Background: an optimization exercise with open tools, aiming at small area. Do not read the settings as production practice. Function was checked by simulation only, so behaviour that the tests miss may differ from the original. Power is estimated from default activity; no workload was simulated.

==> flow/design.v <==
module record_packer #(
    parameter int unsigned P_LOG = 4,
    parameter int unsigned DATW  = 64,
    parameter int unsigned KEYW  = 32
) (
    input  logic                     CLK,
    input  logic                     RST,
    input  logic [DATW-1:0]          DIN,
    input  logic                     DINEN,
    input  logic                     DINLAST,
    input  logic                     FLUSH,
    output logic                     DIN_RDY,
    output logic [(DATW<<P_LOG)-1:0] DOT,
    output logic                     DOTEN,
    output logic [P_LOG:0]           DOTCNT,
    output logic                     DOTLAST
);
    localparam int unsigned LANES = 1 << P_LOG;
    localparam int unsigned BW    = DATW * LANES;
    localparam int unsigned CW    = P_LOG + 1;
    typedef logic [CW-1:0]    cnt_t;
    typedef logic [P_LOG-1:0] lane_t;
    logic          rdy_q;
    lane_t         cnt_q;
    lane_t         cnt_r;     
    logic [BW-1:0] dot_q;
    logic          doten_q;
    cnt_t          dotcnt_q;
    logic          dotlast_q;
    logic             accept;
    logic             close;
    logic [LANES-1:0] upd;    
    logic [LANES-1:0] nwr;    
    assign cnt_q  = cnt_r ^ lane_t'(LANES / 2);
    assign accept = DINEN & rdy_q;
    assign close  = (accept && ((cnt_q == lane_t'(LANES - 1)) || DINLAST || FLUSH))
                  || (FLUSH && (cnt_q != '0));
    always_comb begin
        for (int unsigned i = 0; i < LANES; i++) begin
            upd[i] = (lane_t'(i) >= cnt_q);
            nwr[i] = !(accept && (lane_t'(i) == cnt_q));
        end
    end
    always_ff @(posedge CLK) begin
        for (int unsigned i = 0; i < LANES; i++) begin
            dot_q[i*DATW +: DATW] <= (dot_q[i*DATW +: DATW] | {DATW{upd[i]}})
                                   & (DIN | {DATW{nwr[i]}});
        end
    end
    always_ff @(posedge CLK) begin
        if (RST) begin
            rdy_q   <= 1'b0;
            cnt_r   <= lane_t'(LANES / 2);
            doten_q <= 1'b0;
        end else begin
            rdy_q   <= 1'b1;
            cnt_r   <= (close ? lane_t'(0) : cnt_q + lane_t'(accept)) ^ lane_t'(LANES / 2);
            doten_q <= close;
        end
    end
    always_ff @(posedge CLK) begin
        dotcnt_q  <= cnt_t'(cnt_q) + cnt_t'(accept);
        dotlast_q <= accept & DINLAST;
    end
    assign DIN_RDY = rdy_q;
    assign DOT     = dot_q;
    assign DOTEN   = doten_q;
    assign DOTCNT  = dotcnt_q;
    assign DOTLAST = dotlast_q;
endmodule
export LEC_CHECK = 0
export CAP_MARGIN = 20
export CORE_AREA = 2 2 678 78
export DIE_AREA = 0 0 680 80
export SLEW_MARGIN = 20
create_clock -name core_clock -period 4.0 [get_ports {CLK}]
standard.sh (not shown) runs the stock make flow with config.mk's settings and CLKGATE_MAP_FILE= SYNTH_SCRIPT=/design/flow/synth_recipe.tcl, a recipe that flattens the netlist after the stock synthesis.
==> flow/flow/run.sh <==
#!/bin/bash
# Standard ORFS layout with these changes: the port buffers are buf_1 instead of the
# resizer's default choice, and CTS inserts no dummy loads and clusters more sinks per
# leaf buffer.
set -euo pipefail
export BUFFER_PORTS_ARGS="-buffer_cell sky130_fd_sc_hd__buf_1"
export CTS_ARGS="-sink_clustering_enable -repair_clock_nets -dont_use_dummy_load -sink_clustering_size 28 -sink_clustering_max_diameter 60"
bash standard.sh finish > standard_flow.log 2>&1
Change:
CORE_AREA = 2 2 648 108   (was 2 2 678 78)
DIE_AREA = 0 0 650 110   (was 0 0 680 80)
PLACE_DENSITY = 0.8   (was default)
Outcome:
- The new run finished clean
- count of clock-buffer cells in the layout is unchanged
- power went up by 0.41%
- worst hold slack is better by 0.075 ns
- clock skew went up by 0.010 ns
- utilization went down by 18 points
- synthesized area is unchanged
- maximum frequency went down by 8.4%
- final area went up by 1.6%
- wire length went up by 15%
Change:
==> flow/flow/run.sh (replaced) <==
#!/bin/bash
# Standard ORFS layout with two changes: the port buffers are buf_1 instead of the
# resizer's default choice, and CTS inserts no dummy loads.
set -euo pipefail
export BUFFER_PORTS_ARGS="-buffer_cell sky130_fd_sc_hd__buf_1"
export CTS_ARGS="-sink_clustering_enable -repair_clock_nets -dont_use_dummy_load"
bash standard.sh finish > standard_flow.log 2>&1
PLACE_DENSITY = default   (was 0.8)
What happened: The new run went through all stages and came out clean. Hold slack loses 0.040 ns. Core utilization went up by 0.66 points. Global-route usage climbs by 0.57 points. First-iteration DRC count falls by 31%.

## afterwards: timing with drivers on the ports
In the flow no input, the clock included, has a driving cell. The finished layouts below were timed again as built, in two steps. Step 1 sets driving cells, clkbuf_16 on the clock port and buf_2 on the other inputs (assumed; they add their load-dependent delay and slew). Step 2 times the ports against the registers' clock, not the clock port: input delays grow and output delays shrink by t, the midpoint of the rising clock arrivals with the driver on. Three values: no drivers, after step 1, after step 2; two values: the first two.
run | t (ns) | setup WS [ns] | worst setup path at the end | cell pins on the clock port's net
the first run | 0.726 | 1.214 / 1.214 / 1.156 | input to register | 1
the second run | 0.637 | 0.959 / 0.959 / 0.939 | input to register | 1
the third run | 0.670 | 1.116 / 1.116 / 0.975 | input to register | 1
After both steps setup and hold are still met in every run listed. For the third run, which loses most, drivers alone change the setup slack by 0.000 ns; drivers and shift together by -0.141 ns.
